This design comes from an exercise in tuning for small area, a short achievable clock period and few clock cycles per item on the open sky130 flow, not from production work.
At most, simulation tests tie the RTL to the original design; equivalence was not proved.
No functional check of the RTL was part of runs 1 to 5.
Power figures rest on the tool's default switching activity, not on a simulated workload.

<file path="flow/config.mk">
export PLATFORM = sky130hd
export DESIGN_NAME = proportional_glyph_tile_packer_core
export DESIGN_NICKNAME = proportional_glyph_tile_packer_core
export VERILOG_FILES = /design/flow/design.v
export SDC_FILE = /design/flow/constraint.sdc
export NUM_CORES = 4
export LEC_CHECK = 0
export ABC_CLOCK_PERIOD_IN_PS = 2400
export CAP_MARGIN = 20
export CORE_MARGIN = 2
export CORE_UTILIZATION = 65
export CTS_BUF_LIST = sky130_fd_sc_hd__clkbuf_16
export CTS_CLUSTER_DIAMETER = 100
export CTS_CLUSTER_SIZE = 25
export SETUP_SLACK_MARGIN = 2.6
export SLEW_MARGIN = 20
</file>
<file path="flow/constraint.sdc">
create_clock -name core_clock -period 5.0 [get_ports {clk}]
set_input_delay 1.0000 -clock core_clock [delete_from_list [all_inputs] [get_ports {clk}]]
set_output_delay 1.0000 -clock core_clock [all_outputs]
set_load 0.01 [all_outputs]
</file>
<file path="flow/design.v">
`default_nettype none
package pgtp_pkg;
  localparam int unsigned PIX_W  = 4;
  localparam int unsigned ROW_W  = 32;
  localparam int unsigned COLS   = 8;
  localparam int unsigned SLOT_OUT_W = 5;
  localparam logic CMD_GLYPH = 1'b0;
  localparam logic CMD_PAD   = 1'b1;
  localparam logic [2:0] LAST_ROW = 3'd7;
  typedef struct packed {
    logic        command;
    logic [3:0]  glyph_width;
    logic [2:0]  row_number;
    logic [31:0] upper_glyph_row;
    logic [31:0] lower_glyph_row;
  } glyph_item_t;
  typedef struct packed {
    logic       wr_en;
    logic       fill_en;
    logic [2:0] fill_next;
    logic       slot_inc;
    logic       slot_clr;
    logic       emit;
    logic       done;
  } store_ctl_t;
endpackage
`default_nettype wire
`default_nettype none
import pgtp_pkg::*;
module pgtp_merge_ctl (
  input  logic       pad,
  input  logic [3:0] width,
  input  logic [2:0] fill,
  output logic [7:0] take_out,    
  output logic [7:0] take_wb,     
  output logic       keep_out,    
  output logic       keep_wb,     
  output logic       emit,        
  output logic       wr,          
  output logic [2:0] fill_next    
);
  logic [7:0] fill_ge;    
  logic [7:0] rmask;      
  logic       over;       
  always_comb begin
    for (int c = 0; c < COLS; c++) begin
      fill_ge[c] = (3'(c) >= fill);
      rmask[c]   = width[3] || (width[2:0] > 3'(3'(c) - fill));
    end
  end
  assign over = rmask[7];
  assign take_out  = pad ? fill_ge : (rmask & fill_ge);
  assign take_wb   = pad ? fill_ge : (rmask & (~fill_ge | {COLS{!over}}));
  assign keep_out  = (fill != 3'd0);
  assign keep_wb   = pad || (!over && keep_out);
  assign emit      = pad ? keep_out : over;
  assign wr        = pad ? keep_out : 1'b1;
  assign fill_next = pad ? 3'd0 : width[3] ? fill : (fill + width[2:0]);
endmodule
module pgtp_merge (
  input  logic        commit,      
  input  logic [2:0]  fill,
  input  logic [7:0]  take_out,
  input  logic [7:0]  take_wb,
  input  logic        keep_out,
  input  logic        keep_wb,
  input  logic [31:0] row_upper,
  input  logic [31:0] row_lower,
  input  logic [31:0] buf_upper,
  input  logic [31:0] buf_lower,
  output logic [31:0] wb_upper,
  output logic [31:0] wb_lower,
  output logic [31:0] res_upper,
  output logic [31:0] res_lower
);
  logic [31:0] rot_u, rot_l;
  logic [7:0]  tw;
  logic        kw;
  assign rot_u = ({row_upper, row_upper} << {fill, 2'b00}) >> 32;
  assign rot_l = ({row_lower, row_lower} << {fill, 2'b00}) >> 32;
  assign kw = keep_wb || !commit;
  assign tw = take_wb & {COLS{commit}};
  always_comb begin
    for (int c = 0; c < COLS; c++) begin
      wb_upper [PIX_W*c +: PIX_W] = (buf_upper[PIX_W*c +: PIX_W] & {PIX_W{kw}})
                                  | (rot_u[PIX_W*c +: PIX_W]     & {PIX_W{tw[c]}});
      wb_lower [PIX_W*c +: PIX_W] = (buf_lower[PIX_W*c +: PIX_W] & {PIX_W{kw}})
                                  | (rot_l[PIX_W*c +: PIX_W]     & {PIX_W{tw[c]}});
      res_upper[PIX_W*c +: PIX_W] = (buf_upper[PIX_W*c +: PIX_W] & {PIX_W{keep_out}})
                                  | (rot_u[PIX_W*c +: PIX_W]     & {PIX_W{take_out[c]}});
      res_lower[PIX_W*c +: PIX_W] = (buf_lower[PIX_W*c +: PIX_W] & {PIX_W{keep_out}})
                                  | (rot_l[PIX_W*c +: PIX_W]     & {PIX_W{take_out[c]}});
    end
  end
endmodule
`default_nettype wire
`default_nettype none
import pgtp_pkg::*;
module pgtp_row_store (
  input  logic        clk,
  input  logic [31:0] wb_upper,
  input  logic [31:0] wb_lower,
  output logic [31:0] head_upper,
  output logic [31:0] head_lower
);
  logic [31:0] ring_u [COLS];
  logic [31:0] ring_l [COLS];
  always_ff @(posedge clk) begin
    for (int k = 0; k < COLS - 1; k++) begin
      ring_u[k] <= ring_u[k+1];
      ring_l[k] <= ring_l[k+1];
    end
    ring_u[COLS-1] <= wb_upper;
    ring_l[COLS-1] <= wb_lower;
  end
  assign head_upper = ring_u[0];
  assign head_lower = ring_l[0];
endmodule
`default_nettype wire
`default_nettype none
import pgtp_pkg::*;
module proportional_glyph_tile_packer_core #(
  parameter int unsigned MAX_TILES = 32
) (
  input  logic        clk,
  input  logic        rst,
  input  logic        glyph_valid,
  output logic        glyph_ready,
  input  logic        glyph_command,
  input  logic [3:0]  glyph_glyph_width,
  input  logic [2:0]  glyph_row_number,
  input  logic [31:0] glyph_upper_glyph_row,
  input  logic [31:0] glyph_lower_glyph_row,
  output logic        tile_valid,
  input  logic        tile_ready,
  output logic [4:0]  tile_tile_slot,
  output logic [2:0]  tile_out_row_number,
  output logic [31:0] tile_upper_tile_row,
  output logic [31:0] tile_lower_tile_row,
  output logic        tile_string_done
);
  localparam int unsigned SLOT_W = (MAX_TILES > 1) ? $clog2(MAX_TILES) : 1;
  localparam logic [SLOT_W-1:0] SLOT_LAST = SLOT_W'(MAX_TILES - 1);
  logic        in_valid;
  logic        in_cmd;
  logic [2:0]  in_row;
  logic [31:0] in_u, in_l;
  logic [7:0]  in_take_out, in_take_wb;
  logic        in_keep_out, in_keep_wb, in_emit, in_wr;
  logic [2:0]  in_fill_next;
  logic [2:0]        phase;      
  logic [2:0]        fill;
  logic [SLOT_W-1:0] slot;
  logic        out_valid;
  logic [4:0]  out_slot;
  logic [2:0]  out_row;
  logic [31:0] out_upper, out_lower;
  logic        out_done;
  logic [31:0] head_u, head_l, wb_u, wb_l, res_u, res_l;
  logic        emit, step, commit, last, pad;
  assign last = (in_row == LAST_ROW);
  assign pad  = (in_cmd == CMD_PAD);
  logic at_head;     
  logic rdy_free;    
  assign step        = at_head && (!out_valid || tile_ready);
  assign commit      = step && in_wr;
  assign emit        = in_emit;
  assign glyph_ready = rdy_free || (at_head && tile_ready);
  logic       nx_in_valid, nx_out_valid, nx_head;
  logic [2:0] nx_row;
  always_comb begin
    nx_in_valid  = glyph_ready ? glyph_valid : in_valid;
    nx_row       = (glyph_ready && glyph_valid) ? glyph_row_number : in_row;
    nx_out_valid = (step && emit) || (out_valid && !tile_ready);
    nx_head      = nx_in_valid && (nx_row == phase + 3'd1);
  end
  always_ff @(posedge clk) begin
    if (rst) begin
      rdy_free <= 1'b1;
      at_head  <= 1'b0;
    end else begin
      rdy_free <= !nx_in_valid || (nx_head && !nx_out_valid);
      at_head  <= nx_head;
    end
  end
  pgtp_merge u_merge (
    .commit    (commit),
    .fill      (fill),
    .take_out  (in_take_out),
    .take_wb   (in_take_wb),
    .keep_out  (in_keep_out),
    .keep_wb   (in_keep_wb),
    .row_upper (in_u),
    .row_lower (in_l),
    .buf_upper (head_u),
    .buf_lower (head_l),
    .wb_upper  (wb_u),
    .wb_lower  (wb_l),
    .res_upper (res_u),
    .res_lower (res_l)
  );
  pgtp_row_store u_store (
    .clk        (clk),
    .wb_upper   (wb_u),
    .wb_lower   (wb_l),
    .head_upper (head_u),
    .head_lower (head_l)
  );
  logic [7:0] ld_take_out, ld_take_wb, c0_take_out, c0_take_wb, c1_take_out, c1_take_wb;
  logic       ld_keep_out, ld_keep_wb, ld_emit, ld_wr;
  logic       c0_keep_out, c0_keep_wb, c0_emit, c0_wr;
  logic       c1_keep_out, c1_keep_wb, c1_emit, c1_wr;
  logic [2:0] ld_fill_next, c0_fill_next, c1_fill_next;
  logic       new_fill;
  pgtp_merge_ctl u_ctl0 (
    .pad       (glyph_command == CMD_PAD),
    .width     (glyph_glyph_width),
    .fill      (fill),
    .take_out  (c0_take_out),
    .take_wb   (c0_take_wb),
    .keep_out  (c0_keep_out),
    .keep_wb   (c0_keep_wb),
    .emit      (c0_emit),
    .wr        (c0_wr),
    .fill_next (c0_fill_next)
  );
  pgtp_merge_ctl u_ctl1 (
    .pad       (glyph_command == CMD_PAD),
    .width     (glyph_glyph_width),
    .fill      (in_fill_next),
    .take_out  (c1_take_out),
    .take_wb   (c1_take_wb),
    .keep_out  (c1_keep_out),
    .keep_wb   (c1_keep_wb),
    .emit      (c1_emit),
    .wr        (c1_wr),
    .fill_next (c1_fill_next)
  );
  assign new_fill = step && last;
  assign {ld_take_out, ld_take_wb, ld_keep_out, ld_keep_wb, ld_emit, ld_wr, ld_fill_next} = new_fill
       ? {c1_take_out, c1_take_wb, c1_keep_out, c1_keep_wb, c1_emit, c1_wr, c1_fill_next}
       : {c0_take_out, c0_take_wb, c0_keep_out, c0_keep_wb, c0_emit, c0_wr, c0_fill_next};
  always_ff @(posedge clk) begin
    if (rst) begin
      in_valid <= 1'b0;
    end else if (glyph_ready) begin
      in_valid <= glyph_valid;
    end
  end
  always_ff @(posedge clk) begin
    if (glyph_ready && glyph_valid) begin
      in_cmd       <= glyph_command;
      in_row       <= glyph_row_number;
      in_u         <= glyph_upper_glyph_row;
      in_l         <= glyph_lower_glyph_row;
      in_take_out  <= ld_take_out;
      in_take_wb   <= ld_take_wb;
      in_keep_out  <= ld_keep_out;
      in_keep_wb   <= ld_keep_wb;
      in_emit      <= ld_emit;
      in_wr        <= ld_wr;
      in_fill_next <= ld_fill_next;
    end
  end
  always_ff @(posedge clk) begin
    if (rst) begin
      phase   <= 3'd0;
      fill    <= 3'd0;
      slot    <= '0;
    end else begin
      phase <= phase + 3'd1;
      if (step && last) begin
        fill <= in_fill_next;
        if (pad) begin
          slot <= '0;
        end else if (emit) begin
          slot <= (slot == SLOT_LAST) ? '0 : slot + 1'b1;
        end
      end
    end
  end
  always_ff @(posedge clk) begin
    if (rst) begin
      out_valid <= 1'b0;
    end else if (step && emit) begin
      out_valid <= 1'b1;
    end else if (tile_ready) begin
      out_valid <= 1'b0;
    end
  end
  always_ff @(posedge clk) begin
    if (step && emit) begin
      out_slot  <= 5'(slot);
      out_row   <= in_row;
      out_upper <= res_u;
      out_lower <= res_l;
      out_done  <= pad && last;
    end
  end
  assign tile_valid          = out_valid;
  assign tile_tile_slot      = out_slot;
  assign tile_out_row_number = out_row;
  assign tile_upper_tile_row = out_upper;
  assign tile_lower_tile_row = out_lower;
  assign tile_string_done    = out_done;
endmodule
`default_nettype wire
</file>
<file path="flow/flow/run.sh">
#!/bin/bash
cp standard.sh standard_sh.log
export BUFFER_PORTS_ARGS="-buffer_cell sky130_fd_sc_hd__buf_1"
bash standard.sh > standard.log 2>&1
</file>
<file path="flow/standard.sh">
#!/bin/bash
# synth_recipe.tcl (not shown) runs the flow's synth.tcl, then flattens the netlist and writes it again
# the make line also repeats each setting of config.mk as NAME=value (left out here)
make -C /OpenROAD-flow-scripts/flow DESIGN_CONFIG=/design/flow/config.mk WORK_HOME=/design/flow/orfs CLKGATE_MAP_FILE= SYNTH_SCRIPT=/design/flow/synth_recipe.tcl "${@:-finish}"
</file>
==> results of run 1 <==
## cell usage after synthesis (all sizes together) (6+ instances only)
cell and count:
dfxtp 530, nand2 168, edfxtp 160, o21ai 132
mux2i 66, mux4 64, ha 54, inv 40
buf 34, a21oi 28, nor2 20, clkbuf 16
o221ai 9, nand3 8, and3 7, o21bai 7
xnor2 7, nand2b 6, nor2b 6, o211ai 6
## stage by stage
step	hold WS [ps]	cell area, sq um	util, %	cells	setup slack (ps)
after global placement	310	22100	69.5	1983	1700
final	322	23300	73.4	2058	2590
after detailed placement	312	22100	69.5	1983	1640
after floorplan	310	21200	-	1436	2060
after CTS	327	23200	72.9	2053	2570
after global routing	332	23300	73.4	2058	2560
## layout make-up
type / count / area, sq um
clock inverter: 25 / 115
sequential: 690 / 15400
fill: 2061 / 8460
clock buffer: 31 / 776
inverter: 40 / 170
multi-input combinational: 656 / 5440
timing repair inverter: 1 / 7.51
timing repair buffer: 180 / 858
tap: 435 / 544
## worst max-delay path: cells and delay by family
family | cells | cell delay (ps)
buf+inv | 3 | 280
compound gates | 1 | 130
## per-layer routing
layer  track usage [%]  vias up  part of all wire [%]
met2              39.8      401                    45
met5                 0        -                     0
met4              10.6        0                   4.4
li1                  -     5374                     -
met1              38.3     5622                    45
met3              3.26       85                   5.3
## power groups by stage
stage / logic, mW / clock network [mW] / registers, mW
6_report: 0.547 / 2.77 / 6.18
3_3_place_gp: 0.491 / 0 / 6.30
3_5_place_dp: 0.500 / 0 / 6.31
4_1_cts: 0.525 / 2.83 / 6.18
5_1_grt: 0.599 / 3.03 / 6.22
2_1_floorplan: 0.325 / 0 / 6.25
## timing repair
item	in CTS	in global routing
gates cloned	1	0
setup endpoints to repair	150	23
setup buffers	13	5
pin swaps	1	4
resized for setup	17	31
## registers in the layout (all words and copies together) (netlist names), 3 cells and up
register	cells
in_l	32
in_fill_next	3
out_row	3
in_take_wb	7
in_row	3
u_store.ring_l	256
out_lower	32
fill	3
out_upper	32
slot	5
phase	3
in_take_out	8
u_store.ring_u	256
in_u	32
out_slot	5
## logic make-up after synthesis
kind of cell             count (synthesis)  share of synthesized area [%]
flip-flops                             690                           73.0
AND/OR/NAND/NOR                        232                           4.71
AO/OA/AOI/OAI                          227                           6.44
multiplexers                           131                           10.0
buffers and inverters                   90                           2.00
adder cells (fa/ha/maj)                 56                           3.39
XOR/XNOR                                10                          0.415
## worst max path at each step
stage,start,to,slack [ps],cells past startpoint
2_1_floorplan,tile_ready,in_cmd,2060,4
3_3_place_gp,tile_ready,in_u[12],1700,6
3_5_place_dp,tile_ready,in_u[0],1640,6
4_1_cts,tile_ready,glyph_ready,2570,4
5_1_grt,tile_ready,glyph_ready,2560,4
6_report,tile_ready,glyph_ready,2590,4
==> out/qor.csv, run 1 <==
metric;value;unit
reg2reg start;fill[1];
Top Ports;151;
CTS H-tree lvls;1;
Site Rows;65;
Root Driver;clkbuf_16;
Die Wd;184;um
DR pass1 iterations;5;
worst reg2reg setup slack;2650;ps
crit-path max cell delay;130;ps
die area;33900;sq um
power share of the clock group;29.2;%
Vias;11482;
GRT Residual Overflow;0;
Arr. time, crit path;1410;ps
crit path kind;in2out;
Worst-path clk slew;100;ps
worst skew pair latency;610;ps
final net count;1732;
drc violations;0;
Port Buffer Count;150;
crit path max-delay cell type;a21oi_4;
CORE AREA;31800;sq um
crit-path cells;buf_8 > a21oi_4 > inv_2 > buf_6;
switching share of power;22.1;%
Worst-Margin Slew;1090;ps
Netlist Area Pre-Place;21100;sq um
CTS sink cnt;690;
worst reg2reg endpoint;out_upper[17];
EDFF count, synth;160;
DP HPWL;28100;um
syn avg cell area;14.7;sq um
Antenna Nets Post-Route;0;
vias in the first global route;11220;
post-synth top area share;50.3;%
max_slew headroom;27.5;%
iteration-0 DRC count of the detailed router;1062;
Tot Pwr;9.50;mW
Worst VDD drop;368;uV
hold wc startpoint;u_store.ring_l[1][3];
routability cong.;0.892;
most frequent cells in the layout;526 x dfxtp_1, 167 x nand2_1, 160 x edfxtp_1;
Lkg Pwr;8.73;nW
Worst Path Max Fanout;3;
max-cap violation count;0;
area grow syn2layout;10.6;%
Yosys warnings;6;
max-slew violation count;0;
Vias/cell;5.58;
Hold Crit Endpoint;u_store.ring_l[0][3];
TritonCTS clock tree;yes;
setup TNS;0;ps
ys async rst share;0;%
Distinct cells, synth;59;
antenna cells;0;
Die Ht;184;um
fmax;0.414;GHz
logic gate share of total power;5.8;%
Post-Syn Instances;1436;
Power Density;407;nW/um^2
cell-internal power;7.40;mW
CTS Buf Count;31;
Worst Skew;13.6;ps
Startpoint Class;input pin;
Initial Util;66.4;%
CTS Buffer Depth;3;
first-pass GRT wire length;65700;um
Worst Setup End Kind;output pin;
most common cell after layout, fill and taps aside;dfxtp_1;
Final Cycle Share;48.3;%
RSZ-0062 raised after global routing;true;
Synth area leader;dfxtp_1;
switching power;2.10;mW
Worst EP required;4000;ps
sequential share of the synthesized area;73.0;%
Setup Viol. Count Final;0;
hold-fix buffers at CTS;0;
initial antenna violation count;0;
WHS Path Cells;0;
share of cells above drive strength 1;11.3;%
R2R depth;4;
Syn Nets;1568;
Final Hold Viols;0;
routed wire length;43800;um
Hold WC Path Type;reg2reg;
wire per inst;21.3;um
flops & latches, synth;690;
Main synth FF type;dfxtp_1;
outcome;no timing/DRC/antenna violations;
largest net degree at the start of global routing;67;
Tot GR Track Use;26.0;%
Final Critical Period;2410;ps
Reg power frac;65.1;%
top post-synthesis cells by area;dfxtp_1 50%, edfxtp_1 23%, mux4_2 6.8%, ha_1 3.2%, mux2i_1 3.1%;
==> run 2: changes to the inputs <==
--- a/flow/design.v
+++ b/flow/design.v
@@ -29,3 +29,3 @@
 import pgtp_pkg::*;
-module pgtp_merge_ctl (
+module pgtp_merge_mask (
   input  logic       pad,
@@ -33,26 +33,10 @@
   input  logic [2:0] fill,
-  output logic [7:0] take_out,    
-  output logic [7:0] take_wb,     
-  output logic       keep_out,    
-  output logic       keep_wb,     
-  output logic       emit,        
-  output logic       wr,          
+  output logic [7:0] rmask,       
   output logic [2:0] fill_next    
 );
-  logic [7:0] fill_ge;    
-  logic [7:0] rmask;      
-  logic       over;       
   always_comb begin
     for (int c = 0; c < COLS; c++) begin
-      fill_ge[c] = (3'(c) >= fill);
-      rmask[c]   = width[3] || (width[2:0] > 3'(3'(c) - fill));
-    end
-  end
-  assign over = rmask[7];
-  assign take_out  = pad ? fill_ge : (rmask & fill_ge);
-  assign take_wb   = pad ? fill_ge : (rmask & (~fill_ge | {COLS{!over}}));
-  assign keep_out  = (fill != 3'd0);
-  assign keep_wb   = pad || (!over && keep_out);
-  assign emit      = pad ? keep_out : over;
-  assign wr        = pad ? keep_out : 1'b1;
+      rmask[c] = width[3] || (width[2:0] > 3'(3'(c) - fill));
+    end
+  end
   assign fill_next = pad ? 3'd0 : width[3] ? fill : (fill + width[2:0]);
@@ -60,8 +44,6 @@
 module pgtp_merge (
-  input  logic        commit,      
+  input  logic        pad,         
+  input  logic        step,        
   input  logic [2:0]  fill,
-  input  logic [7:0]  take_out,
-  input  logic [7:0]  take_wb,
-  input  logic        keep_out,
-  input  logic        keep_wb,
+  input  logic [7:0]  rmask,
   input  logic [31:0] row_upper,
@@ -70,2 +52,3 @@
   input  logic [31:0] buf_lower,
+  output logic        emit,        
   output logic [31:0] wb_upper,
@@ -76,8 +59,18 @@
   logic [31:0] rot_u, rot_l;
-  logic [7:0]  tw;
-  logic        kw;
+  logic [7:0]  fill_ge, take_out, take_wb, tw;
+  logic        over, keep_out, keep_wb, wr, kw;
+  always_comb begin
+    for (int c = 0; c < COLS; c++) fill_ge[c] = (3'(c) >= fill);
+  end
+  assign over     = !pad && rmask[7];
+  assign keep_out = (fill != 3'd0);
+  assign take_out = pad ? fill_ge : (rmask & fill_ge);
+  assign take_wb  = pad ? fill_ge : (rmask & (~fill_ge | {COLS{!over}}));
+  assign keep_wb  = pad || (!over && keep_out);
+  assign emit     = pad ? keep_out : over;
+  assign wr       = pad ? keep_out : 1'b1;
   assign rot_u = ({row_upper, row_upper} << {fill, 2'b00}) >> 32;
   assign rot_l = ({row_lower, row_lower} << {fill, 2'b00}) >> 32;
-  assign kw = keep_wb || !commit;
-  assign tw = take_wb & {COLS{commit}};
+  assign kw = keep_wb || !(step && wr);
+  assign tw = take_wb & {COLS{step && wr}};
   always_comb begin
@@ -147,4 +140,3 @@
   logic [31:0] in_u, in_l;
-  logic [7:0]  in_take_out, in_take_wb;
-  logic        in_keep_out, in_keep_wb, in_emit, in_wr;
+  logic [7:0]  in_rmask;
   logic [2:0]  in_fill_next;
@@ -159,3 +151,3 @@
   logic [31:0] head_u, head_l, wb_u, wb_l, res_u, res_l;
-  logic        emit, step, commit, last, pad;
+  logic        emit, step, last, pad;
   assign last = (in_row == LAST_ROW);
@@ -165,4 +157,2 @@
   assign step        = at_head && (!out_valid || tile_ready);
-  assign commit      = step && in_wr;
-  assign emit        = in_emit;
   assign glyph_ready = rdy_free || (at_head && tile_ready);
@@ -186,8 +176,6 @@
   pgtp_merge u_merge (
-    .commit    (commit),
+    .pad       (pad),
+    .step      (step),
     .fill      (fill),
-    .take_out  (in_take_out),
-    .take_wb   (in_take_wb),
-    .keep_out  (in_keep_out),
-    .keep_wb   (in_keep_wb),
+    .rmask     (in_rmask),
     .row_upper (in_u),
@@ -196,2 +184,3 @@
     .buf_lower (head_l),
+    .emit      (emit),
     .wb_upper  (wb_u),
@@ -208,9 +197,5 @@
   );
-  logic [7:0] ld_take_out, ld_take_wb, c0_take_out, c0_take_wb, c1_take_out, c1_take_wb;
-  logic       ld_keep_out, ld_keep_wb, ld_emit, ld_wr;
-  logic       c0_keep_out, c0_keep_wb, c0_emit, c0_wr;
-  logic       c1_keep_out, c1_keep_wb, c1_emit, c1_wr;
+  logic [7:0] ld_rmask, c0_rmask, c1_rmask;
   logic [2:0] ld_fill_next, c0_fill_next, c1_fill_next;
-  logic       new_fill;
-  pgtp_merge_ctl u_ctl0 (
+  pgtp_merge_mask u_mask0 (
     .pad       (glyph_command == CMD_PAD),
@@ -218,11 +203,6 @@
     .fill      (fill),
-    .take_out  (c0_take_out),
-    .take_wb   (c0_take_wb),
-    .keep_out  (c0_keep_out),
-    .keep_wb   (c0_keep_wb),
-    .emit      (c0_emit),
-    .wr        (c0_wr),
+    .rmask     (c0_rmask),
     .fill_next (c0_fill_next)
   );
-  pgtp_merge_ctl u_ctl1 (
+  pgtp_merge_mask u_mask1 (
     .pad       (glyph_command == CMD_PAD),
@@ -230,14 +210,7 @@
     .fill      (in_fill_next),
-    .take_out  (c1_take_out),
-    .take_wb   (c1_take_wb),
-    .keep_out  (c1_keep_out),
-    .keep_wb   (c1_keep_wb),
-    .emit      (c1_emit),
-    .wr        (c1_wr),
+    .rmask     (c1_rmask),
     .fill_next (c1_fill_next)
   );
-  assign new_fill = step && last;
-  assign {ld_take_out, ld_take_wb, ld_keep_out, ld_keep_wb, ld_emit, ld_wr, ld_fill_next} = new_fill
-       ? {c1_take_out, c1_take_wb, c1_keep_out, c1_keep_wb, c1_emit, c1_wr, c1_fill_next}
-       : {c0_take_out, c0_take_wb, c0_keep_out, c0_keep_wb, c0_emit, c0_wr, c0_fill_next};
+  assign {ld_rmask, ld_fill_next} = (step && last) ? {c1_rmask, c1_fill_next}
+                                                   : {c0_rmask, c0_fill_next};
   always_ff @(posedge clk) begin
@@ -255,8 +228,3 @@
       in_l         <= glyph_lower_glyph_row;
-      in_take_out  <= ld_take_out;
-      in_take_wb   <= ld_take_wb;
-      in_keep_out  <= ld_keep_out;
-      in_keep_wb   <= ld_keep_wb;
-      in_emit      <= ld_emit;
-      in_wr        <= ld_wr;
+      in_rmask     <= ld_rmask;
       in_fill_next <= ld_fill_next;
==> run 2 against run 1 <==
Still clean. Hold slack better by 7.6 ps. Die area is 2.3% lower. Total power fell by 3.4%. Combinational power down 16%. Worst setup slack better by 5.5 ps. Critical endpoint unchanged. Largest cell class unchanged. Largest power group unchanged. Highest routed layer unchanged.
==> out/qor.csv, run 2 <==
metric;value;unit;change
final net count;1663;;-4.0%
vias in the first global route;10759;;-4.1%
Worst Path Max Fanout;3;;unchanged
CORE AREA;31400;sq um;-1.3%
biggest regs;u_store.ring_l (256), u_store.ring_u (256);;
Final Critical Period;2410;ps;-5.47 ps
worst setup margin;2590;ps;+5.47 ps
dpl ws;1580;ps;-67.2 ps
routability cong.;0.822;;-7.8%
Syn Nets;1484;;-5.4%
sequential share of the synthesized area;73.2;%;+0.15 points
EDFF count, synth;149;;-6.9%
most frequent cells in the layout;526 x dfxtp_1, 149 x edfxtp_1, 146 x buf_1;;
Vias;11235;;-2.2%
post-synth top area share;51.5;%;+1.2 points
Power Density;400;nW/um^2;-1.7%
Yosys warnings;6;;unchanged
Site Rows;65;;unchanged
TritonCTS clock tree;yes;;
Distinct cells, synth;61;;+3.4%
Post-Syn Instances;1362;;-5.2%
reg2reg start;fill[2];;
die area;33200;sq um;-2.3%
Initial Util;65.7;%;-0.72 points
CTS sink cnt;679;;-1.6%
max-cap violation count;0;;unchanged
Worst-Margin Slew;913;ps;-174 ps
flops & latches, synth;679;;-1.6%
R2R depth;6;;+2
GRT Residual Overflow;0;;unchanged
fmax;0.415;GHz;+0.23%
CTS Buffer Depth;3;;unchanged
top post-synthesis cells by area;dfxtp_1 51%, edfxtp_1 22%, mux4_2 5.8%, mux2i_1 2.8%, ha_1 2.7%;;
max_slew headroom;38.9;%;+11 points
first-pass GRT wire length;64700;um;-1.6%
Synth area leader;dfxtp_1;;
Port Buffer Count;150;;unchanged
Worst VDD drop;397;uV;+8.0%
Post-synth top cells;530 x dfxtp_1, 149 x edfxtp_1, 141 x nand2_1;;
Main synth FF type;dfxtp_1;;
antenna cells;0;;unchanged
Tot GR Track Use;26.0;%;-0.034 points
fillcell total;2031;;-1.5%
hold wc startpoint;u_store.ring_u[3][5];;
DR pass1 iterations;5;;unchanged
Worst EP required;4000;ps;about the same
worst reg2reg setup slack;2690;ps;+40 ps
WHS Path Cells;0;;unchanged
Startpoint Class;input pin;;
Final Cycle Share;48.2;%;-0.11 points
Worst-path clk slew;90;ps;about the same
outcome;no timing/DRC/antenna violations;;
Worst Setup End Kind;output pin;;
initial antenna violation count;0;;unchanged
Die Wd;182;um;-1.2%
Worst Skew;18.0;ps;+4.40 ps
DP HPWL;27700;um;-1.4%
Root Driver;clkbuf_16;;
ys async rst share;0;%;unchanged
worst skew pair latency;600;ps;about the same
drc violations;0;;unchanged
worst reg2reg endpoint;u_store.ring_u[7][20];;
Arr. time, crit path;1410;ps;about the same
most common cell in the netlist;dfxtp_1;;
crit path kind;in2out;;
Die Ht;182;um;-1.2%
routed wire length;43500;um;-0.81%
Netlist Area Pre-Place;20600;sq um;-2.3%
Hold Crit Endpoint;u_store.ring_u[2][5];;
max-slew violation count;0;;unchanged
most common cell after layout, fill and taps aside;dfxtp_1;;
Antenna Nets Post-Route;0;;unchanged
CTS Buf Count;31;;unchanged
Vias/cell;5.71;;+2.4%
syn avg cell area;15.1;sq um;+3.0%
area grow syn2layout;11.3;%;
Setup Viol. Count Final;0;;unchanged
RSZ-0062 raised after global routing;true;;
setup TNS;0;ps;unchanged
largest net degree at the start of global routing;66;;-1.5%
hold-fix buffers at CTS;0;;unchanged
Hold WC Path Type;reg2reg;;
CTS H-tree lvls;1;;unchanged
share of cells above drive strength 1;10.8;%;-0.54 points
Lkg Pwr;8.60;nW;-1.5%
wire per inst;22.1;um;+3.8%
Top Ports;151;;unchanged
iteration-0 DRC count of the detailed router;996;;-6.2%
Final Hold Viols;0;;unchanged
-- run 2: changes by cell type in the layout (fill, tap and decap cells not counted), moves of 8 or more --
cell | previous run | this run
o21ai_1 | 16 | 8
o221ai_1 | 9 | 1
edfxtp_1 | 160 | 149
buf_4 | 23 | 32
o31ai_1 | 2 | 36
mux4_1 | 0 | 11
o21ai_0 | 116 | 70
mux4_2 | 64 | 53
nand2_1 | 167 | 141
a22o_1 | 3 | 24
-- run 2: cells by family after synthesis --
logic type,share of synthesized area (%)
buffers and inverters,2.00
xor gates and xnor gates,0.510
AOI/OAI and AO/OA,7.19
and+or+nand+nor,4.18
DFF,73.2
muxes,10.1
adders and majority gates,2.87
-- run 2: area by class of cell --
class / count / area (sq um) / area share, %
inverters: 28 / 114 / 0.497
well taps: 402 / 503 / 2.19
repair buffers: 195 / 1060 / 4.64
clock buffers: 31 / 776 / 3.38
repair inverters: 2 / 12.5 / 0.0546
flip-flops and latches: 679 / 15100 / 65.8
multi-input cells: 604 / 5240 / 22.9
clock inverters: 26 / 120 / 0.524
-- run 2: worst max-delay path by stage --
| stage | endpoint | from | slack (ps) | cells past startpoint |
|---|---|---|---|---|
| 3_5_place_dp | in_l[19] | tile_ready | 1580 | 6 |
| 4_1_cts | out_upper[25] | fill[0] | 2540 | 6 |
| 2_1_floorplan | out_done | tile_ready | 1880 | 6 |
| 6_report | glyph_ready | tile_ready | 2590 | 4 |
| 3_3_place_gp | in_l[20] | tile_ready | 1630 | 6 |
| 5_1_grt | glyph_ready | tile_ready | 2570 | 4 |
-- run 2: timing repair --
item	CTS	global route
resized for setup	33	9
buffers inserted	15	17
pin swaps	5	3
setup endpoints to repair	289	78
gates cloned	4	0
-- run 2: per-layer routing --
layer / up-vias / track usage (%) / part of all wire [%] / routed length [um]
met5: - / 0 / 0 / 0
met1: 5591 / 37.8 / 45 / 19600
met3: 50 / 2.83 / 5.1 / 2200
met4: 0 / 5.45 / 1.9 / 841
li1: 5234 / - / - / -
met2: 360 / 43.0 / 48 / 20800
-- run 2: critical path, cell delays in order --
cell	delay [ps]
buf_8	100
a21oi_4	130
inv_2	60
buf_6	110
-- run 2: report_power, final --
part           switching [mW]  internal (mW)  leakage, nW
logic                   0.271          0.187         2.41
registers               0.117           5.86         5.67
clock network            1.60           1.14        0.523
total                    1.99           7.20         8.60
-- run 2: metrics by stage --
stage	hold slack [ps]	util [%]	total power, mW	cells	area [sq um]
2_1_floorplan	310	-	6.33	1362	20700
3_3_place_gp	309	68.6	6.51	1874	21500
3_5_place_dp	312	68.6	6.52	1874	21500
4_1_cts	328	72.5	9.20	1950	22800
5_1_grt	334	73.0	9.48	1967	22900
6_report	329	73.0	9.18	1967	22900
==> run 3: changes to the inputs <==
--- a/flow/config.mk
+++ b/flow/config.mk
@@ -10,3 +10,3 @@
 export CORE_MARGIN = 2
-export CORE_UTILIZATION = 65
+export CORE_UTILIZATION = 80
 export CTS_BUF_LIST = sky130_fd_sc_hd__clkbuf_16
==> run 3 against run 2 <==
Still clean on timing, DRC and antenna. Register-to-register slack got worse by 60 ps. Worst setup slack got worse by 2.3 ps. Die area decreased by 18%. Sequential power about the same. Via count increased by 9.8%. Flip-flop and latch count unchanged. First-iteration DRC count increased by 85%. Clock-buffer cell count unchanged. Clock power increased by 4%. Critical path type unchanged. Largest power group unchanged.
==> out/qor.csv, run 3 <==
metric;value;unit;change
RSZ-0062 raised after global routing;true;;
dpl ws;1830;ps;+258 ps
Main synth FF type;dfxtp_1;;
vias in the first global route;12072;;+12%
Root Driver;clkbuf_16;;
placed cell area;21400;sq um;-0.49%
most common cell in the netlist;dfxtp_1;;
Worst-Margin Slew;1030;ps;+117 ps
max_slew headroom;31.1;%;-7.8 points
Worst Skew;33.8;ps;+15.8 ps
Final Critical Period;2410;ps;+2.30 ps
Worst-path clk slew;110;ps;+20 ps
wire per inst;27.4;um;+24%
biggest regs;u_store.ring_l (256), u_store.ring_u (256);;
Netlist Area Pre-Place;20600;sq um;unchanged
GRT Residual Overflow;0;;unchanged
Lkg Pwr;8.52;nW;-0.95%
Worst VDD drop;489;uV;+23%
largest net degree at the start of global routing;74;;+12%
crit-path max cell delay;130;ps;about the same
Syn Nets;1484;;unchanged
drc violations;0;;unchanged
syn avg cell area;15.1;sq um;unchanged
final cell count without fillers;1882;;-4.3%
initial antenna violation count;1;;+1
iteration-0 DRC count of the detailed router;1843;;+85%
fmax;0.415;GHz;about the same
CTS Buffer Depth;3;;unchanged
CTS H-tree lvls;1;;unchanged
Post-Syn Instances;1362;;unchanged
Die Wd;165;um;-9.6%
worst skew pair latency;620;ps;+20 ps
Finished Core Util;90.0;%;+17 points
routability cong.;0.868;;+5.6%
Yosys warnings;6;;unchanged
Hold WC Path Type;reg2reg;;
Synth area leader;dfxtp_1;;
routed wire length;51600;um;+19%
first-pass GRT wire length;73300;um;+13%
Cells after DPL;1802;;-3.8%
CORE AREA;25300;sq um;-20%
Antenna Nets Post-Route;0;;unchanged
crit path kind;in2out;;
Tot GR Track Use;37.0;%;+11 points
Arr. time, crit path;1410;ps;about the same
Site Rows;58;;-11%
delay-heaviest family, CP;buffers and inverters;;
hold_ws;318;ps;-11.7 ps
DP HPWL;30200;um;+8.9%
final net count;1652;;-0.66%
Vias/cell;6.56;;+15%
Setup Viol. Count Final;0;;unchanged
Initial Util;81.6;%;+16 points
max-cap violation count;0;;unchanged
area grow syn2layout;10.2;%;
ys async rst share;0;%;unchanged
most frequent cells in the layout;526 x dfxtp_1, 149 x edfxtp_1, 147 x buf_1;;
flops & latches, synth;679;;unchanged
Tot Pwr;9.33;mW;+1.6%
Die Ht;165;um;-9.6%
EDFF count, synth;149;;unchanged
die area;27100;sq um;-18%
most common cell after layout, fill and taps aside;dfxtp_1;;
max-slew violation count;0;;unchanged
Worst Setup End Kind;output pin;;
worst setup margin;2590;ps;-2.30 ps
share of cells above drive strength 1;10.3;%;-0.54 points
crit-path cells;buf_8 > a21oi_4 > inv_2 > buf_6;;
Final Hold Viols;0;;unchanged
Worst EP required;4000;ps;about the same
Post-synth top cells;530 x dfxtp_1, 149 x edfxtp_1, 141 x nand2_1;;
Vias;12340;;+9.8%
Port Buffer Count;150;;unchanged
sequential share of the synthesized area;73.2;%;unchanged
CP Buf/Inv Count;3;;unchanged
Power Density;411;nW/um^2;+2.6%
Top Ports;151;;unchanged
setup TNS;0;ps;unchanged
DR pass1 iterations;7;;+2
post-synth top area share;51.5;%;unchanged
crit path max-delay cell type;a21oi_4;;
design area;22700;sq um;-0.93%
top post-synthesis cells by area;dfxtp_1 51%, edfxtp_1 22%, mux4_2 5.8%, mux2i_1 2.8%, ha_1 2.7%;;
Final Cycle Share;48.2;%;about the same
Worst Path Max Fanout;3;;unchanged
TritonCTS clock tree;yes;;
CTS Buf Count;31;;unchanged
Distinct cells, synth;61;;unchanged
outcome;no timing/DRC/antenna violations;;
Startpoint Class;input pin;;
CTS sink cnt;679;;unchanged
run 3: what timing repair did:
item / CTS / global route
setup endpoints to repair: 256 / 138
cloned: 0 / 2
buffers inserted: 10 / 13
pin swaps: 4 / 2
gates resized for setup: 31 / 15
hold buffers: 0 / 0
run 3: where the power goes:
group / internal (mW) / switching, mW
Clock: 1.15 / 1.69
Combinational: 0.184 / 0.306
Sequential: 5.87 / 0.138
Total: 7.20 / 2.13
run 3: cells by family (layout without fill, tap and decap cells):
group	after synthesis	in the layout	synth area share, %
other cells	0	2	0
compound gates	222	222	7.19
mux	123	123	10.1
flops	679	679	73.2
xor+xnor	12	12	0.510
buf+inv	81	269	2.00
simple gates	199	199	4.18
fa+ha+maj	46	46	2.87
run 3: path summary, 6_finish.rpt:
check / startpoint / end / slack [ps] / depth (start not counted)
setup / recovery: tile_ready / glyph_ready / 2590 / 4
hold / removal: u_store.ring_l[4][22] / u_store.ring_l[3][22] / 320 / 0
setup reg to reg: fill[2] / u_store.ring_l[7][23] / 2630 / 6
hold reg to reg: u_store.ring_l[4][22] / u_store.ring_l[3][22] / 320 / 0
run 3: layout make-up:
| type | count | area (sq um) |
|---|---|---|
| sequential | 679 | 15100 |
| multi-input combinational | 602 | 5230 |
| tap | 330 | 413 |
| fill | 864 | 2530 |
| clock inverter | 22 | 125 |
| timing repair inverter | 1 | 5.00 |
| inverter | 28 | 109 |
| clock buffer | 31 | 776 |
| timing repair buffer | 187 | 961 |
| antenna | 2 | 5.00 |
run 3: routing by layer:
layer	track usage, %	share of wire (%)	up-vias
met4	13.0	4.3	0
li1	-	-	5197
met3	5.50	9.8	180
met5	0	0	-
met1	49.1	36	6045
met2	63.1	50	918
==> run 4: changes to the inputs <==
--- a/flow/design.v
+++ b/flow/design.v
@@ -136,8 +136,2 @@
   localparam logic [SLOT_W-1:0] SLOT_LAST = SLOT_W'(MAX_TILES - 1);
-  logic        in_valid;
-  logic        in_cmd;
-  logic [2:0]  in_row;
-  logic [31:0] in_u, in_l;
-  logic [7:0]  in_rmask;
-  logic [2:0]  in_fill_next;
   logic [2:0]        phase;      
@@ -151,26 +145,16 @@
   logic [31:0] head_u, head_l, wb_u, wb_l, res_u, res_l;
+  logic [7:0]  rmask;
+  logic [2:0]  fill_next;
   logic        emit, step, last, pad;
-  assign last = (in_row == LAST_ROW);
-  assign pad  = (in_cmd == CMD_PAD);
-  logic at_head;     
-  logic rdy_free;    
-  assign step        = at_head && (!out_valid || tile_ready);
-  assign glyph_ready = rdy_free || (at_head && tile_ready);
-  logic       nx_in_valid, nx_out_valid, nx_head;
-  logic [2:0] nx_row;
-  always_comb begin
-    nx_in_valid  = glyph_ready ? glyph_valid : in_valid;
-    nx_row       = (glyph_ready && glyph_valid) ? glyph_row_number : in_row;
-    nx_out_valid = (step && emit) || (out_valid && !tile_ready);
-    nx_head      = nx_in_valid && (nx_row == phase + 3'd1);
-  end
-  always_ff @(posedge clk) begin
-    if (rst) begin
-      rdy_free <= 1'b1;
-      at_head  <= 1'b0;
-    end else begin
-      rdy_free <= !nx_in_valid || (nx_head && !nx_out_valid);
-      at_head  <= nx_head;
-    end
-  end
+  assign last = (glyph_row_number == LAST_ROW);
+  assign pad  = (glyph_command == CMD_PAD);
+  assign glyph_ready = (glyph_row_number == phase) && (!out_valid || tile_ready);
+  assign step        = glyph_valid && glyph_ready;
+  pgtp_merge_mask u_mask (
+    .pad       (pad),
+    .width     (glyph_glyph_width),
+    .fill      (fill),
+    .rmask     (rmask),
+    .fill_next (fill_next)
+  );
   pgtp_merge u_merge (
@@ -179,5 +163,5 @@
     .fill      (fill),
-    .rmask     (in_rmask),
-    .row_upper (in_u),
-    .row_lower (in_l),
+    .rmask     (rmask),
+    .row_upper (glyph_upper_glyph_row),
+    .row_lower (glyph_lower_glyph_row),
     .buf_upper (head_u),
@@ -197,42 +181,7 @@
   );
-  logic [7:0] ld_rmask, c0_rmask, c1_rmask;
-  logic [2:0] ld_fill_next, c0_fill_next, c1_fill_next;
-  pgtp_merge_mask u_mask0 (
-    .pad       (glyph_command == CMD_PAD),
-    .width     (glyph_glyph_width),
-    .fill      (fill),
-    .rmask     (c0_rmask),
-    .fill_next (c0_fill_next)
-  );
-  pgtp_merge_mask u_mask1 (
-    .pad       (glyph_command == CMD_PAD),
-    .width     (glyph_glyph_width),
-    .fill      (in_fill_next),
-    .rmask     (c1_rmask),
-    .fill_next (c1_fill_next)
-  );
-  assign {ld_rmask, ld_fill_next} = (step && last) ? {c1_rmask, c1_fill_next}
-                                                   : {c0_rmask, c0_fill_next};
   always_ff @(posedge clk) begin
     if (rst) begin
-      in_valid <= 1'b0;
-    end else if (glyph_ready) begin
-      in_valid <= glyph_valid;
-    end
-  end
-  always_ff @(posedge clk) begin
-    if (glyph_ready && glyph_valid) begin
-      in_cmd       <= glyph_command;
-      in_row       <= glyph_row_number;
-      in_u         <= glyph_upper_glyph_row;
-      in_l         <= glyph_lower_glyph_row;
-      in_rmask     <= ld_rmask;
-      in_fill_next <= ld_fill_next;
-    end
-  end
-  always_ff @(posedge clk) begin
-    if (rst) begin
-      phase   <= 3'd0;
-      fill    <= 3'd0;
-      slot    <= '0;
+      phase <= 3'd0;
+      fill  <= 3'd0;
+      slot  <= '0;
     end else begin
@@ -240,3 +189,3 @@
       if (step && last) begin
-        fill <= in_fill_next;
+        fill <= fill_next;
         if (pad) begin
@@ -261,3 +210,3 @@
       out_slot  <= 5'(slot);
-      out_row   <= in_row;
+      out_row   <= glyph_row_number;
       out_upper <= res_u;
--- a/flow/config.mk
+++ b/flow/config.mk
@@ -7,6 +7,6 @@
 export LEC_CHECK = 0
-export ABC_CLOCK_PERIOD_IN_PS = 2400
+export ABC_CLOCK_PERIOD_IN_PS = 2500
 export CAP_MARGIN = 20
 export CORE_MARGIN = 2
-export CORE_UTILIZATION = 80
+export CORE_UTILIZATION = 45
 export CTS_BUF_LIST = sky130_fd_sc_hd__clkbuf_16
@@ -14,3 +14,3 @@
 export CTS_CLUSTER_SIZE = 25
-export SETUP_SLACK_MARGIN = 2.6
+export SETUP_SLACK_MARGIN = 2.45
 export SLEW_MARGIN = 20
==> run 4 against run 3 <==
Sequential share of layout area is 2.7 points lower. Largest cell class unchanged. First-iteration DRC count is 67% lower. Clock skew is 7.5 ps lower. Global-route usage is 19 points lower. Critical path depth stayed put. Via count is 24% lower. Final cell count is 0.58% higher. Hold slack better by 5.3 ps. Worst setup slack worse by 270 ps. Still clean on timing, DRC and antenna. Core utilization is 37 points lower. Clock-buffer cell count is 4 lower.
==> out/qor.csv, run 4 <==
metric;value;unit;change
hold-fix buffers at CTS;0;;unchanged
routed wire length;37500;um;-27%
post-synthesis adder-cell area fraction;2.07;%;-0.80 points
die area;40100;sq um;+48%
Site Rows;71;;+22%
Synth area leader;dfxtp_1;;
post-synthesis mux area share;12.0;%;+2.0 points
Setup Viol. Count Final;0;;unchanged
Die Wd;200;um;+22%
fmax;0.373;GHz;-10%
Distinct cells, synth;46;;-25%
max-cap violation count;0;;unchanged
CTS Buf Count;27;;-13%
final cell count without fillers;1893;;+0.58%
max_slew headroom;62.8;%;+32 points
final net count;1465;;-11%
Root Driver;clkbuf_16;;
Worst Path Max Fanout;3;;unchanged
reg2reg start;fill[0];;
TritonCTS clock tree;yes;;
largest family of logic cells by synthesized area;multiplexers;;
CTS Buffer Depth;3;;unchanged
initial antenna violation count;4;;+3
Antenna Nets Post-Route;0;;unchanged
Worst-path clk slew;100;ps;about the same
DP HPWL;24600;um;-18%
Vias;9322;;-24%
iteration-0 DRC count of the detailed router;604;;-67%
top post-synthesis cells by area;dfxtp_1 61%, edfxtp_1 13%, mux4_2 8.3%, mux2i_1 3.7%, o21ai_0 2.5%;;
Hold WC Path Type;reg2reg;;
Worst Setup End Kind;output pin;;
Tot GR Track Use;18.1;%;-19 points
Syn Nets;1293;;-13%
biggest regs;u_store.ring_l (256), u_store.ring_u (256);;
routability cong.;0.781;;-10%
Final Cycle Share;53.7;%;+5.5 points
crit path kind;in2out;;
Post-synth top cells;524 x dfxtp_1, 86 x nand2_1, 85 x o21ai_0;;
CTS sink cnt;597;;-12%
syn avg cell area;14.6;sq um;-3.7%
area grow syn2layout;14.9;%;
DR pass1 iterations;4;;-3
vias in the first global route;8874;;-26%
Final Critical Period;2680;ps;+273 ps
RSZ-0062 raised after global routing;true;;
drc violations;0;;unchanged
Synth Area in Compound Gates;6.05;%;-1.1 points
sequential share of the synthesized area;73.2;%;about the same
Die Ht;200;um;+22%
largest net degree at the start of global routing;67;;-9.5%
wire per inst;19.8;um;-28%
Initial Util;45.9;%;-36 points
Final Hold Viols;0;;unchanged
outcome;no timing/DRC/antenna violations;;
most common cell after layout, fill and taps aside;dfxtp_1;;
most frequent cells in the layout;521 x dfxtp_1, 144 x buf_1, 92 x inv_1;;
Yosys warnings;6;;unchanged
post-synth top area share;60.5;%;+9.1 points
Main synth FF type;dfxtp_1;;
dpl ws;1200;ps;-638 ps
post-synthesis simple-gate area fraction;3.65;%;-0.54 points
Port Buffer Count;150;;unchanged
worst skew pair latency;570;ps;-50 ps
Netlist Area Pre-Place;17300;sq um;-16%
Worst Setup SP;glyph_row_number[1];;
setup TNS;0;ps;unchanged
GRT Residual Overflow;0;;unchanged
Post-Syn Instances;1189;;-13%
Cells after DPL;1818;;+0.89%
Worst VDD drop;242;uV;-51%
Worst Skew;26.3;ps;-7.48 ps
EDFF count, synth;73;;-51%
ys async rst share;0;%;unchanged
hold wc startpoint;u_store.ring_u[6][20];;
Vias/cell;4.92;;-25%
most common cell in the netlist;dfxtp_1;;
Arr. time, crit path;1680;ps;+270 ps
Lkg Pwr;7.32;nW;-14%
worst setup margin;2320;ps;-273 ps
flops & latches, synth;597;;-12%
Power Density;400;nW/um^2;-2.6%
Worst EP required;4000;ps;about the same
CORE AREA;37800;sq um;+49%
share of cells above drive strength 1;13.9;%;+3.6 points
CTS H-tree lvls;1;;unchanged
Worst-Margin Slew;557;ps;-473 ps
max-slew violation count;0;;unchanged
first-pass GRT wire length;55200;um;-25%
Top Ports;151;;unchanged
Startpoint Class;input pin;;
XOR/XNOR Fraction of Synth Area;0.303;%;-0.21 points
[run 4: cell count changes in the layout (fill, tap and decap cells not counted), sizes merged, moves of 9 or more]
| cell | before | now |
|---|---|---|
| edfxtp | 149 | 73 |
| nand2 | 141 | 86 |
| o22ai | 4 | 56 |
| inv | 48 | 94 |
| o31ai | 36 | 0 |
| a22o | 24 | 0 |
| ha | 44 | 27 |
| a21oi | 25 | 9 |
| nor2 | 17 | 7 |
| nand3 | 5 | 14 |
[run 4: power by group]
| part | internal, mW | leakage (nW) | switching (mW) |
|---|---|---|---|
| registers | 5.16 | 4.93 | 0.0879 |
| clock network | 0.987 | 0.438 | 1.38 |
| logic | 0.140 | 1.95 | 0.212 |
| total | 6.29 | 7.32 | 1.68 |
[run 4: critical path, cell delays in order]
cell and delay, ps:
buf_8 110, xor2_4 150, nor4_4 260, buf_2 170
[run 4: kinds of logic after synthesis]
kind of cell,count (synthesis)
AO/OA/AOI/OAI,174
XOR/XNOR,6
adder cells (fa/ha/maj),28
buffers and inverters,120
flip-flops,597
multiplexers,128
AND/OR/NAND/NOR,136
[run 4: timing repair]
item                       CTS  global route
setup endpoints to repair  208           179
gates cloned                 0             1
buffers inserted            13            11
resized for setup           49            63
pin swaps                    4            13
[run 4: per-layer routing]
layer / global-route usage [%] / wire length, um / vias to the layer above
li1: - / - / 4484
met1: 27.1 / 18000 / 4552
met2: 27.2 / 16700 / 236
met3: 3.27 / 2000 / 44
met4: 4.29 / 718 / 6
met5: 0 / 42 / -
[run 4: final timing paths]
check | endpoint | slack, ps | cells past startpoint
setup / recovery | glyph_ready | 2320 | 4
hold / removal | u_store.ring_u[5][20] | 320 | 0
setup reg to reg | u_store.ring_u[7][4] | 2460 | 10
hold reg to reg | u_store.ring_u[5][20] | 320 | 0
[run 4: per-stage QoR]
stage | hold slack (ps) | util [%] | power [mW] | cell area [sq um]
2_1_floorplan | 310 | - | 5.51 | 17500
3_3_place_gp | 310 | 49.1 | 5.66 | 18500
3_5_place_dp | 312 | 49.1 | 5.67 | 18500
4_1_cts | 328 | 52.0 | 8.01 | 19600
5_1_grt | 331 | 52.7 | 8.27 | 19900
6_report | 323 | 52.7 | 7.96 | 19900
[run 4: layout make-up]
| type | count | area, sq um |
|---|---|---|
| fill | 3217 | 17800 |
| sequential | 597 | 12700 |
| multi-input combinational | 472 | 4530 |
| timing repair buffer | 186 | 996 |
| clock buffer | 27 | 676 |
| tap | 511 | 639 |
| inverter | 77 | 297 |
| clock inverter | 20 | 76.3 |
| antenna | 3 | 7.51 |
==> run 5: changes to the inputs <==
--- a/flow/config.mk
+++ b/flow/config.mk
@@ -10,3 +10,3 @@
 export CORE_MARGIN = 2
-export CORE_UTILIZATION = 45
+export CORE_UTILIZATION = 55
 export CTS_BUF_LIST = sky130_fd_sc_hd__clkbuf_16
@@ -14,2 +14,3 @@
 export CTS_CLUSTER_SIZE = 25
+export GPL_ROUTABILITY_DRIVEN = 1
 export SETUP_SLACK_MARGIN = 2.45
==> run 5 against run 4 <==
Combinational power decreased by 3%. Global-route usage increased by 3.3 points. Via count increased by 1.2%. Final cell count decreased by 6.2%. Largest power group unchanged.
==> out/qor.csv, run 5 <==
metric;value;unit;change
outcome;no timing/DRC/antenna violations;;
flops & latches, synth;597;;unchanged
post-synth top area share;60.5;%;unchanged
die area;32900;sq um;-18%
EDFF count, synth;73;;unchanged
Worst-Margin Slew;858;ps;+301 ps
Netlist Area Pre-Place;17300;sq um;unchanged
Top Ports;151;;unchanged
Tot GR Track Use;21.4;%;+3.3 points
Worst VDD drop;407;uV;+68%
DP HPWL;24000;um;-2.7%
Arr. time, crit path;1720;ps;+40 ps
Synth area leader;dfxtp_1;;
met3 usage;3.41;%;+0.14 points
Worst EP required;4000;ps;about the same
CORE AREA;30800;sq um;-18%
Vias;9436;;+1.2%
drc violations;0;;unchanged
crit path kind;in2out;;
max-slew violation count;0;;unchanged
Worst Setup SP;glyph_row_number[2];;
Startpoint Class;input pin;;
worst reg2reg setup slack;2510;ps;+50 ps
Site Rows;64;;-9.9%
CTS Buffer Depth;3;;unchanged
Antenna Nets Post-Route;0;;unchanged
met2 Use GR;32.1;%;+4.9 points
vias in the first global route;8984;;+1.2%
max-cap violation count;0;;unchanged
Die Ht;181;um;-9.4%
Root Driver;clkbuf_16;;
hold wc startpoint;u_store.ring_u[5][2];;
routability cong.;0.850;;+8.9%
crit path max-delay cell type;nor4_4;;
fmax;0.368;GHz;-1.3%
Vias/cell;5.31;;+7.9%
DR pass1 iterations;5;;+1
worst reg2reg endpoint;u_store.ring_u[7][20];;
hold-fix buffers at CTS;0;;unchanged
initial antenna violation count;0;;-4
Setup Viol. Count Final;0;;unchanged
most common cell after layout, fill and taps aside;dfxtp_1;;
Syn Nets;1293;;unchanged
setup TNS;0;ps;unchanged
Worst Setup End Kind;output pin;;
iteration-0 DRC count of the detailed router;621;;+2.8%
ys async rst share;0;%;unchanged
sequential share of the synthesized area;73.2;%;unchanged
Worst Skew;15.9;ps;-10.3 ps
R2R depth;8;;-2
max_slew headroom;42.6;%;-20 points
biggest regs;u_store.ring_l (256), u_store.ring_u (256);;
top post-synthesis cells by area;dfxtp_1 61%, edfxtp_1 13%, mux4_2 8.3%, mux2i_1 3.7%, o21ai_0 2.5%;;
GR peak layer;met2;;
Worst Path Max Fanout;2;;-1
first-pass GRT wire length;53400;um;-3.2%
TritonCTS clock tree;yes;;
wire per inst;20.6;um;+3.8%
CTS sink cnt;597;;unchanged
share of cells above drive strength 1;13.0;%;-0.81 points
routed wire length;36500;um;-2.6%
Finished Core Util;63.9;%;+11 points
worst skew pair latency;580;ps;about the same
Final Hold Viols;0;;unchanged
largest net degree at the start of global routing;52;;-22%
Hold WC Path Type;reg2reg;;
Initial Util;56.2;%;+10 points
CTS Buf Count;27;;unchanged
crit-path max cell delay;280;ps;+20 ps
Power Density;404;nW/um^2;+1.0%
Yosys warnings;6;;unchanged
Distinct cells, synth;46;;unchanged
met1 usage;31.9;%;+4.9 points
RSZ-0062 raised after global routing;true;;
WHS Path Cells;0;;unchanged
Final Critical Period;2720;ps;+36.2 ps
most frequent cells in the layout;521 x dfxtp_1, 144 x buf_1, 93 x inv_1;;
Port Buffer Count;150;;unchanged
antenna cells;0;;-3
final net count;1465;;unchanged
crit-path cells;buf_8 > xor2_4 > nor4_4 > buf_2;;
Main synth FF type;dfxtp_1;;
Hold Crit Endpoint;u_store.ring_u[4][2];;
Post-synth top cells;524 x dfxtp_1, 86 x nand2_1, 85 x o21ai_0;;
Post-Syn Instances;1189;;unchanged
CTS H-tree lvls;1;;unchanged
most common cell in the netlist;dfxtp_1;;
Worst-path clk slew;110;ps;about the same
area grow syn2layout;13.7;%;
GRT Residual Overflow;0;;unchanged
Lkg Pwr;7.30;nW;-0.19%
reg2reg start;fill[2];;
Final Cycle Share;54.4;%;+0.72 points
syn avg cell area;14.6;sq um;unchanged
Die Wd;181;um;-9.4%
-- run 5: cell counts after synthesis --
Identical to the previous run, type by type.
-- run 5: cells by family (layout without fill, tap and decap cells) --
family / Yosys count / after routing / share of synthesized area, %
DFF: 597 / 597 / 73.2
AOI/OAI and AO/OA: 174 / 174 / 6.05
and+or+nand+nor: 136 / 136 / 3.65
muxes: 128 / 128 / 12.0
buffers and inverters: 120 / 311 / 2.72
adders and majority gates: 28 / 28 / 2.07
xor gates and xnor gates: 6 / 6 / 0.303
-- run 5: where the power goes --
part,internal [mW],total (mW),leakage (nW),switching [mW]
clock network,0.989,2.36,0.442,1.37
registers,5.16,5.25,4.93,0.0928
logic,0.138,0.342,1.93,0.204
total,6.29,7.96,7.30,1.67
-- run 5: timing repair --
item                                   4_1_cts  5_1_grt
cloned                                       0        3
setup endpoints to repair                  208      159
endpoints found under the hold margin        0        0
resized for setup                           38       33
setup buffers                               17        5
pin swaps                                    5        9
-- run 5: area by class of cell --
type / instances / area [sq um]
Timing Repair inverter: 1 / 8.76
Clock buffer: 27 / 676
Multi-Input combinational cell: 472 / 4480
Tap cell: 396 / 495
Clock inverter: 21 / 85.1
Fill cell: 2336 / 11100
Sequential cell: 597 / 12700
Inverter: 77 / 305
Timing Repair Buffer: 185 / 946
-- run 5: worst max-delay path, delay by kind of cell --
family | cells | cell delay, ps
buf+inv | 2 | 290
simple gates | 1 | 280
xor+xnor | 1 | 150
-- run 5: how the worst max path moves through the flow --
stage / endpoint / slack [ps] / depth (start not counted)
global route: glyph_ready / 2250 / 4
global placement: out_row[0] / 1440 / 7
CTS: glyph_ready / 2290 / 4
finish: glyph_ready / 2280 / 4
floorplan: out_done / 1500 / 5
detailed placement: out_row[2] / 1340 / 7
-- run 5: routing by layer --
| layer | wire [um] | vias to the layer above |
|---|---|---|
| met3 | 1750 | 60 |
| met1 | 17400 | 4654 |
| met5 | 0 | - |
| li1 | - | 4484 |
| met2 | 16000 | 238 |
| met4 | 1360 | 0 |
-- run 5: per-stage QoR --
step	instances	power [mW]	instance area (sq um)	setup WS (ps)	hold slack, ps
4_1_cts	1768	8.02	19500	2290	327
5_1_grt	1776	8.25	19700	2250	332
6_report	1776	7.96	19700	2280	321
3_5_place_dp	1703	5.67	18400	1340	312
3_3_place_gp	1703	5.66	18400	1440	310
2_1_floorplan	1189	5.51	17500	1500	310
==> run 6: changes to the inputs <==
--- a/flow/design.v
+++ b/flow/design.v
@@ -36,5 +36,10 @@
 );
+  logic [2:0] k [COLS];
   always_comb begin
     for (int c = 0; c < COLS; c++) begin
-      rmask[c] = width[3] || (width[2:0] > 3'(3'(c) - fill));
+      k[c]     = 3'(3'(c) - fill);
+      rmask[c] = width[3]
+               | (width[2] & !k[c][2])
+               | (!(width[2] ^ k[c][2]) & ((width[1] & !k[c][1])
+                                          | (!(width[1] ^ k[c][1]) & width[0] & !k[c][0])));
     end
--- a/flow/config.mk
+++ b/flow/config.mk
@@ -10,3 +10,3 @@
 export CORE_MARGIN = 2
-export CORE_UTILIZATION = 55
+export CORE_UTILIZATION = 45
 export CTS_BUF_LIST = sky130_fd_sc_hd__clkbuf_16
@@ -14,4 +14,3 @@
 export CTS_CLUSTER_SIZE = 25
-export GPL_ROUTABILITY_DRIVEN = 1
-export SETUP_SLACK_MARGIN = 2.45
+export SETUP_SLACK_MARGIN = 2.55
 export SLEW_MARGIN = 20
==> run 6 against run 5 <==
Final cell count grew 9.1%. Critical path depth grew 1. First-iteration DRC count grew 31%. Design area grew 2.8%. Combinational power grew 46%. Hold slack lost 26 ps.
==> out/qor.csv, run 6 <==
metric;value;unit;change
most common cell in the netlist;dfxtp_1;;
CTS sink cnt;597;;unchanged
DR pass1 iterations;7;;+2
CTS Buffer Depth;3;;unchanged
Syn Nets;1323;;+2.3%
first-pass GRT wire length;59500;um;+11%
share of cells above drive strength 1;14.0;%;+0.97 points
most common cell after layout, fill and taps aside;dfxtp_1;;
outcome;no timing/DRC/antenna violations;;
Site Rows;72;;+13%
Setup Viol. Count Final;0;;unchanged
Synth area leader;dfxtp_1;;
CTS H-tree lvls;1;;unchanged
vias in the first global route;9534;;+6.1%
Arr. time, crit path;1600;ps;-120 ps
CTS Buf Count;27;;unchanged
syn avg cell area;14.3;sq um;-2.1%
post-synth top area share;60.2;%;-0.32 points
top post-synthesis cells by area;dfxtp_1 60%, edfxtp_1 13%, mux2i_1 4.6%, o32ai_1 3.2%, o22ai_1 3.1%;;
Antenna Nets Post-Route;0;;unchanged
flops & latches, synth;597;;unchanged
Worst-Margin Slew;811;ps;-47.2 ps
max_slew headroom;45.9;%;+3.4 points
Netlist Area Pre-Place;17400;sq um;+0.53%
area of the multi-input gates;4380;sq um;-2.4%
Distinct cells, synth;56;;+22%
Worst VDD drop;213;uV;-48%
biggest regs;u_store.ring_l (256), u_store.ring_u (256);;
Worst Path Max Fanout;3;;+1
Tot Pwr;8.59;mW;+8.0%
Hold WC Path Type;reg2reg;;
initial antenna violation count;4;;+4
Root Driver;clkbuf_16;;
Final Hold Viols;0;;unchanged
routability cong.;0.856;;+0.69%
design area;20200;sq um;+2.8%
largest net degree at the start of global routing;38;;-27%
GRT Residual Overflow;0;;unchanged
EDFF count, synth;73;;unchanged
TritonCTS clock tree;yes;;
sequential share of the synthesized area;72.8;%;-0.38 points
DP HPWL;27400;um;+14%
Top Ports;151;;unchanged
max-cap violation count;0;;unchanged
hold wc startpoint;u_store.ring_l[4][4];;
Worst Setup SP;glyph_row_number[1];;
hold-fix buffers at CTS;0;;unchanged
worst skew pair latency;590;ps;about the same
placed cell area;18600;sq um;+0.77%
area grow syn2layout;16.2;%;
die area;40300;sq um;+22%
Lkg Pwr;8.11;nW;+11%
Vias;10209;;+8.2%
final net count;1506;;+2.8%
Worst EP required;4000;ps;about the same
Yosys warnings;7;;+1
fillcell total;3215;;+38%
Port Buffer Count;150;;unchanged
Die Ht;201;um;+11%
drc violations;0;;unchanged
Post-Syn Instances;1221;;+2.7%
Power Density;425;nW/um^2;+5.1%
most frequent cells in the layout;521 x dfxtp_1, 144 x buf_1, 103 x inv_1;;
Final Critical Period;2600;ps;-119 ps
routed wire length;41600;um;+14%
Main synth FF type;dfxtp_1;;
Worst Setup End Kind;output pin;;
Worst Skew;37.6;ps;+21.7 ps
iteration-0 DRC count of the detailed router;812;;+31%
reg2reg start;phase[1];;
antenna cells;0;;unchanged
Die Wd;201;um;+11%
max-slew violation count;0;;unchanged
Initial Util;45.3;%;-11 points
Vias/cell;5.27;;-0.85%
fmax;0.384;GHz;+4.6%
ys async rst share;0;%;unchanged
Final Cycle Share;52.0;%;-2.4 points
register area;12700;sq um;unchanged
Worst-path clk slew;110;ps;about the same
Startpoint Class;input pin;;
wire per inst;21.4;um;+4.3%
Post-synth top cells;524 x dfxtp_1, 89 x inv_1, 86 x o22ai_1;;
Tot GR Track Use;19.6;%;-1.8 points
setup TNS;0;ps;unchanged
RSZ-0062 raised after global routing;true;;
CORE AREA;38500;sq um;+25%
crit path kind;in2out;;
==> run 6: cell types whose count changed after synthesis, sizes merged, moves of 17 or more <==
cell and delta:
o21ai -84, o221ai +17, o32ai +63, mux2 +41
mux4 -55, o22ai +30, nand2 -69
==> run 6: through the flow <==
| step | setup slack [ps] | hold WS (ps) | utilization, % | cells |
|---|---|---|---|---|
| after floorplan | 1590 | 310 | - | 1221 |
| after global placement | 975 | 309 | 48.2 | 1850 |
| after detailed placement | 838 | 312 | 48.3 | 1850 |
| after CTS | 2400 | 295 | 51.5 | 1918 |
| after global routing | 2380 | 311 | 52.6 | 1938 |
| final | 2400 | 295 | 52.6 | 1938 |
==> run 6: where the power goes <==
group	internal [mW]	total [mW]	switching, mW
combinational	0.191	0.500	0.309
clock	0.987	2.38	1.39
sequential	5.55	5.71	0.166
==> run 6: layout make-up <==
class / instances / area share [%]
Sequential cell: 597 / 62.7
Multi-Input combinational cell: 478 / 21.6
Timing Repair Buffer: 207 / 6.97
Clock buffer: 27 / 3.34
Tap cell: 518 / 3.20
Inverter: 92 / 1.74
Clock inverter: 18 / 0.365
Timing Repair inverter: 1 / 0.0371
==> run 6: logic make-up (layout without fill, tap and decap cells) <==
logic type / count (synthesis) / count (layout) / synth area share (%)
flip-flops: 597 / 597 / 72.8
AO/OA/AOI/OAI: 228 / 228 / 10.1
buffers and inverters: 146 / 345 / 3.60
multiplexers: 130 / 130 / 8.41
AND/OR/NAND/NOR: 87 / 87 / 2.86
adder cells (fa/ha/maj): 26 / 26 / 1.91
XOR/XNOR: 7 / 7 / 0.352
==> run 6: final timing paths <==
kind | to | slack, ps | cells after the start
setup / recovery | glyph_ready | 2400 | 5
hold / removal | u_store.ring_l[3][4] | 300 | 0
setup reg to reg | out_upper[0] | 2570 | 14
hold reg to reg | u_store.ring_l[3][4] | 300 | 0
==> run 6: timing repair <==
action                                 in CTS  in global routing
pin swaps                                   4                  4
endpoints found under the hold margin       0                  0
setup endpoints to repair                 208                178
buffers inserted                           19                 13
gates resized for setup                    54                 34
gates cloned                                4                  7
==> run 6: metal layers <==
metal | track usage, % | up-vias | wire [um]
met3 | 2.97 | 83 | 2480
li1 | - | 4771 | -
met4 | 6.06 | 8 | 1420
met5 | 0 | - | 52
met2 | 30.8 | 379 | 18500
met1 | 28.0 | 4968 | 19100
==> run 6: critical path, cell delays in order <==
cell      delay (ps)
buf_8            100
xnor2_2          120
nand4_1          150
clkinv_2         100
buf_6            130
Testbench counts of run 6, summed over its fixed seeds: cycles 13,096, rows 13,032.

-- afterwards: timing with drivers on the ports --
How much do the figures lean on ideal ports? The routed layouts below were timed once more, with nothing changed but the port constraints. Step 1: set_driving_cell puts a clkbuf_16 on clk and a buf_2 on each other input, an assumption about the parent block. Step 2 moves the port delays by t, midway between the first and last clock arrival at a register: inputs arrive t later, outputs are due t later. That takes back most of the time a late clock gives input paths. Slacks: no drivers / after step 1 / after step 2; pairs: no drivers / after step 1.
run	t (ns)	slack for setup (ns)	worst data-port slew with drivers (ns)	cell pins on the clock port's net
run 1	0.651	2.587 / 2.534 / 2.012	0.07	1
run 2	0.641	2.592 / 2.552 / 2.124	0.05	1
run 3	0.656	2.590 / 2.544 / 2.063	0.06	1
run 4	0.613	2.316 / 2.276 / 1.843	0.09	1
run 5	0.619	2.280 / 2.242 / 1.900	0.11	1
run 6	0.628	2.399 / 2.360 / 1.790	0.09	1
After both steps every run listed still meets setup and hold. For run 6, which loses most, drivers alone change the setup slack by -0.039 ns; drivers and shift together by -0.609 ns.
